Background: an optimization exercise with open tools, aiming at a short achievable clock period and few clock cycles. Do not read the settings as production practice.
In this exercise RTL edits were held to simulation tests only and were not proved equivalent to the original.
Power figures rest on the tool's default switching activity, not on a simulated workload.

## scalar_core
module scalar_core (
    input  logic        clock,
    input  logic        reset,
    input  logic        enable,
    input  logic [31:0] instruction,
    output logic [31:0] data_out,
    output logic        data_valid,
    output logic [11:0] prog_mem_addr,
    output logic        prog_mem_read
);
For scale: roughly 81 I/O pins, ~41000 um2 of cells after synthesis.
Settings: LEC_CHECK=0, CAP_MARGIN=40, CORE_MARGIN=2, CORE_UTILIZATION=55, SETUP_SLACK_MARGIN=4.0, SLEW_MARGIN=40, TNS_END_PERCENT=100; clock period 7.0 ns.
run.sh (not shown) runs the stock make flow with config.mk's settings and CLKGATE_MAP_FILE= SYNTH_SCRIPT=/design/flow/synth_recipe.tcl, a recipe that flattens the netlist after the stock synthesis.
Testbench counts at the start, summed over its fixed seeds: cycles 76,439.
Then changed:
CORE_UTILIZATION = 30   (was 55)
What happened: Die area increases by about 80%; hold slack stays flat; register-to-register slack loses 0.02 ns; sequential share of layout area shrinks by 0.87 points; design area went up by about 2.6%; clock power rises by about 3%; count of clock-buffer cells in the layout decreases by 10.

* * *

The RTL this note starts from:
==> flow/design.v <==
`timescale 1ns/1ps
package scalar_pkg;
    localparam int data_width    = 32;
    localparam int addr_width    = 12;
    localparam int reg_count     = 16;
    localparam int reg_idx_width = 4;
    localparam logic [data_width-1:0] halt_marker    = 32'hFFFF_FFFF;
    localparam logic [data_width-1:0] barrier_marker = 32'hAAAA_AAAA;
    typedef enum logic [3:0] {
        op_nop      = 4'd0,
        op_load_imm = 4'd1,
        op_jump     = 4'd2,
        op_branch   = 4'd3,
        op_alu      = 4'd4,
        op_load_pc  = 4'd5,
        op_halt     = 4'd6,
        op_sync     = 4'd7
    } op_t;
    typedef enum logic [2:0] {
        alu_add = 3'd0,
        alu_sub = 3'd1,
        alu_and = 3'd2,
        alu_or  = 3'd3,
        alu_xor = 3'd4,
        alu_cmp = 3'd7
    } alu_op_t;
    typedef enum logic [3:0] {
        cond_none   = 4'd0,
        cond_eq     = 4'd1,
        cond_ne     = 4'd2,
        cond_lt     = 4'd3,
        cond_ge     = 4'd4,
        cond_cs     = 4'd5,
        cond_cc     = 4'd6,
        cond_vs     = 4'd7,
        cond_vc     = 4'd8,
        cond_always = 4'd15
    } cond_t;
    typedef enum logic [1:0] {
        stage_fetch     = 2'd0,
        stage_decode    = 2'd1,
        stage_execute   = 2'd2,
        stage_writeback = 2'd3
    } stage_t;
    typedef struct packed {
        logic zero;
        logic negative;
        logic carry;
        logic overflow;
    } flags_t;
    typedef struct packed {
        logic [3:0]               op;
        logic [reg_idx_width-1:0] src;
        logic [reg_idx_width-1:0] dest;
        logic [2:0]               alu_op;
        logic [3:0]               cond;
        logic [3:0]               sync_sel;
        logic [addr_width-1:0]    addr;
        logic [data_width-1:0]    imm;    
        logic                     take_branch;
    } decoded_t;
endpackage
`timescale 1ns/1ps
module scalar_core (
    input  logic        clock,
    input  logic        reset,
    input  logic        enable,
    input  logic [31:0] instruction,
    output logic [31:0] data_out,
    output logic        data_valid,
    output logic [11:0] prog_mem_addr,
    output logic        prog_mem_read
);
    localparam logic [31:0] HALT_MARKER    = 32'hFFFF_FFFF;
    localparam logic [31:0] BARRIER_MARKER = 32'hAAAA_AAAA;
    logic        running;
    logic [31:0] regs [16];
    logic        zf, nf, cf, vf;
    logic        e_wr;           
    logic        e_ldi;
    logic        e_flg;          
    logic        e_arith;        
    logic        e_sub;          
    logic        e_and, e_or;
    logic [3:0]  e_dest;
    logic [15:0] e_imm;
    logic [31:0] e_sb;           
    logic [31:0] e_d;            
    logic        e_osrc, e_obar, e_ohalt;
    logic        e_chk;          
    logic        e_pred;
    logic [3:0]  e_cond;
    logic [11:0] e_alt;          
    logic adv;
    assign adv           = enable & running;
    assign prog_mem_read = enable & running;
    function automatic logic cond_eval(input logic [3:0] c, input logic z, input logic n,
                                       input logic cy, input logic v);
        case (c)
            4'd1:    cond_eval = z;
            4'd2:    cond_eval = !z;
            4'd3:    cond_eval = n;
            4'd4:    cond_eval = !n;
            4'd5:    cond_eval = cy;
            4'd6:    cond_eval = !cy;
            4'd7:    cond_eval = v;
            4'd8:    cond_eval = !v;
            4'd15:   cond_eval = 1'b1;
            default: cond_eval = 1'b0;
        endcase
    endfunction
    logic [31:0] x, lres, alu_res, res, sum;
    logic [31:0] pg_g [6];       
    logic [31:0] pg_p [6];
    logic [32:0] cy;             
    logic        n_z, n_n, n_c, n_v;
    logic        b_z, b_n, b_c, b_v;    
    logic        l_n;                   
    logic        e_out;
    logic        mis;
    always_comb begin
        x = e_d ^ e_sb;
        pg_g[0]    = e_d;
        pg_p[0]    = x;
        pg_g[0][0] = x[0] ? e_sub : e_d[0];
        pg_p[0][0] = 1'b0;
        for (int l = 0; l < 5; l++) begin
            for (int i = 0; i < 32; i++) begin
                if (i >= (1 << l)) begin
                    pg_g[l+1][i] = pg_p[l][i] ? pg_g[l][i - (1 << l)] : pg_g[l][i];
                    pg_p[l+1][i] = pg_p[l][i] & pg_p[l][i - (1 << l)];
                end else begin
                    pg_g[l+1][i] = pg_g[l][i];
                    pg_p[l+1][i] = pg_p[l][i];
                end
            end
        end
        cy  = {pg_g[5], e_sub};
        sum = x ^ cy[31:0];
        lres    = e_and ? (e_d & e_sb) : e_or ? (e_d | e_sb) : x;
        alu_res = e_arith ? sum : lres;
        res     = e_ldi ? {{16{e_imm[15]}}, e_imm} : alu_res;
        if (e_arith)    n_z = ~|(x ^ {e_d[30:0] | e_sb[30:0], e_sub});
        else if (e_and) n_z = ~|(e_d & e_sb);
        else if (e_or)  n_z = ~|(e_d | e_sb);
        else            n_z = ~|x;
        n_n = alu_res[31];
        n_c = e_arith & cy[32];
        n_v = e_arith & (cy[32] ^ cy[31]);
    end
    assign l_n   = e_and ? (e_d[31] & e_sb[31]) : e_or ? (e_d[31] | e_sb[31]) : x[31];
    assign b_z   = e_flg ? n_z : zf;
    assign b_n   = e_flg ? l_n : nf;
    assign b_c   = e_flg ? 1'b0 : cf;
    assign b_v   = e_flg ? 1'b0 : vf;
    assign mis   = e_chk & (cond_eval(e_cond, zf, nf, cf, vf) != e_pred);
    assign e_out = e_osrc | e_obar | e_ohalt;
    logic [3:0]  f_op, f_src, f_dest, f_sel, f_cond;
    logic [2:0]  f_a;
    logic [11:0] f_addr, pa_inc, ldpc_tgt, pa_next;
    logic [31:0] rs, rd, s_fwd, d_fwd;
    logic        f_ldi, f_jmp, f_br, f_alu, f_ldpc, f_halt, f_sync;
    logic        f_alu_wr, f_alu_flg, f_sub;
    logic        hz_s, hz_d;
    logic        br_chk, br_take;
    logic        stall, f_go;
    logic        f_bar, f_sout;
    logic        f_oreq, f_ook, f_out;
    always_comb begin
        f_op   = instruction[31:28];
        f_src  = instruction[27:24];
        f_dest = instruction[23:20];
        f_sel  = instruction[19:16];
        f_a    = instruction[18:16];
        f_cond = instruction[15:12];
        f_addr = instruction[11:0];
        f_ldi  = (f_op == 4'd1);
        f_jmp  = (f_op == 4'd2);
        f_br   = (f_op == 4'd3);
        f_alu  = (f_op == 4'd4);
        f_ldpc = (f_op == 4'd5);
        f_halt = (f_op == 4'd6);
        f_sync = (f_op == 4'd7);
        f_bar  = f_sync & (f_sel == 4'd0);
        f_sout = f_sync & (f_sel == 4'd1);
        f_alu_wr  = f_alu & (f_a <= 3'd4);
        f_alu_flg = f_alu & ((f_a <= 3'd4) | (f_a == 3'd7));
        f_sub     = f_alu & ((f_a == 3'd1) | (f_a == 3'd7));
        rs = regs[f_src];
        rd = regs[f_dest];
        hz_s = e_wr & (e_dest == f_src);
        hz_d = e_wr & (e_dest == f_dest);
        s_fwd = hz_s ? res : rs;
        d_fwd = hz_d ? res : rd;
        pa_inc = prog_mem_addr + 12'd1;
        br_chk  = f_br & (f_cond >= 4'd3) & (f_cond <= 4'd8) & e_flg & e_arith;
        br_take = br_chk ? (f_addr <= prog_mem_addr)
                         : cond_eval(f_cond, b_z, b_n, b_c, b_v);
        ldpc_tgt = (hz_s & e_ldi) ? e_imm[11:0] : rs[11:0];
        stall    = f_ldpc & hz_s & !e_ldi;
        f_go = !mis & !stall;
        f_oreq = f_halt | f_bar | f_sout;
        f_ook  = !e_out & !(f_sout & hz_s);
        f_out  = f_oreq & f_ook & !mis;
        if (mis)                               pa_next = e_alt;
        else if (stall)                        pa_next = prog_mem_addr;
        else if (f_jmp | (f_br & br_take))     pa_next = f_addr;
        else if (f_ldpc)                       pa_next = ldpc_tgt;
        else                                   pa_next = pa_inc;
    end
    always_ff @(posedge clock or posedge reset) begin
        if (reset) begin
            for (int i = 0; i < 16; i++) regs[i] <= '0;
        end else if (adv & e_wr) begin
            regs[e_dest] <= res;
        end
    end
    always_ff @(posedge clock or posedge reset) begin
        if (reset) begin
            {zf, nf, cf, vf} <= 4'd0;
        end else if (adv & e_flg) begin
            {zf, nf, cf, vf} <= {n_z, n_n, n_c, n_v};
        end
    end
    always_ff @(posedge clock or posedge reset) begin
        if (reset) begin
            prog_mem_addr <= '0;
            running       <= 1'b1;
            data_valid    <= 1'b0;
            data_out      <= '0;
            e_wr    <= 1'b0;
            e_ldi   <= 1'b0;
            e_flg   <= 1'b0;
            e_arith <= 1'b0;
            e_sub   <= 1'b0;
            e_and   <= 1'b0;
            e_or    <= 1'b0;
            e_dest  <= '0;
            e_imm   <= '0;
            e_sb    <= '0;
            e_d     <= '0;
            e_osrc  <= 1'b0;
            e_obar  <= 1'b0;
            e_ohalt <= 1'b0;
            e_chk   <= 1'b0;
            e_pred  <= 1'b0;
            e_cond  <= '0;
            e_alt   <= '0;
        end else begin
            data_valid <= adv & (e_out | f_out);
            if (adv) begin
                prog_mem_addr <= pa_next;
                if (e_ohalt | (f_out & f_halt)) running <= 1'b0;
                if (e_out) begin
                    data_out <= e_obar ? BARRIER_MARKER : e_ohalt ? HALT_MARKER : e_sb;
                end else begin
                    data_out <= f_halt ? HALT_MARKER : f_bar ? BARRIER_MARKER : rs;
                end
                e_wr    <= f_go & (f_ldi | f_alu_wr);
                e_ldi   <= f_go & f_ldi;
                e_flg   <= f_go & f_alu_flg;
                e_arith <= (f_a == 3'd0) | (f_a == 3'd1) | (f_a == 3'd7);
                e_sub   <= f_sub;
                e_and   <= (f_a == 3'd2);
                e_or    <= (f_a == 3'd3);
                e_dest  <= f_dest;
                e_imm   <= instruction[15:0];
                e_sb    <= s_fwd ^ {32{f_sub}};
                e_d     <= d_fwd;
                e_osrc  <= f_go & f_sout & !f_ook;
                e_obar  <= f_go & f_bar & !f_ook;
                e_ohalt <= f_go & f_halt & !f_ook;
                e_chk   <= f_go & br_chk;
                e_pred  <= br_take;
                e_cond  <= f_cond;
                e_alt   <= br_take ? pa_inc : f_addr;
            end
        end
    end
endmodule
export LEC_CHECK = 0
export CAP_MARGIN = 40
export CORE_MARGIN = 2
export CORE_UTILIZATION = 45
export PLACE_DENSITY = 0.75
export SETUP_SLACK_MARGIN = 4.0
export SLEW_MARGIN = 40
export TNS_END_PERCENT = 100
create_clock -name core_clock -period 7.0 [get_ports {clock}]
Testbench counts at the start, summed over its fixed seeds: cycles 76,572.
Next try:
- CORE_UTILIZATION: 45 -> 30
- PLACE_DENSITY: 0.75 -> default
After rerunning:
- total power went up by a few percent
- synthesized area does not change
- routed wire length went down by a few percent
- setup slack gets better by 66 ps
- clock skew went up by 18 ps
- sequential power stays flat
- first-iteration DRC count went down by a quarter to a third
- die area went up by well over a third

[port drivers added, routing unchanged]
In the flow no input, the clock included, has a driving cell. The finished layouts below were timed again as built, in two steps. Step 1, drivers: a clkbuf_16 drives clock and a buf_2 each remaining input, both assumed. Step 2 also shifts input and output timing later by t, the mid clock arrival at the registers, as if the neighbouring blocks saw the same clock. Three values: no drivers, after step 1, after step 2; two values: the first two.
run	shift t [ns]	setup slack, ns	worst hold slack (ns)	worst slew at a driven data input, ns	cell pins on the clock port's net
the first run of note 1	0.721	3.536 / 3.536 / 2.873	0.477 / 0.477 / 0.477	0.24	1
the second run of note 1	0.760	3.511 / 3.371 / 2.611	0.478 / 0.478 / 0.478	0.36	1
the first run of note 2	0.728	3.431 / 3.351 / 2.624	0.479 / 0.479 / 0.479	0.32	1
the second run of note 2	0.730	3.497 / 3.531 / 2.800	0.473 / 0.473 / 0.473	0.23	1
After both steps setup and hold are still met in every run listed. For the second run of note 1, which loses most, drivers alone change the setup slack by -0.140 ns; drivers and shift together by -0.900 ns.
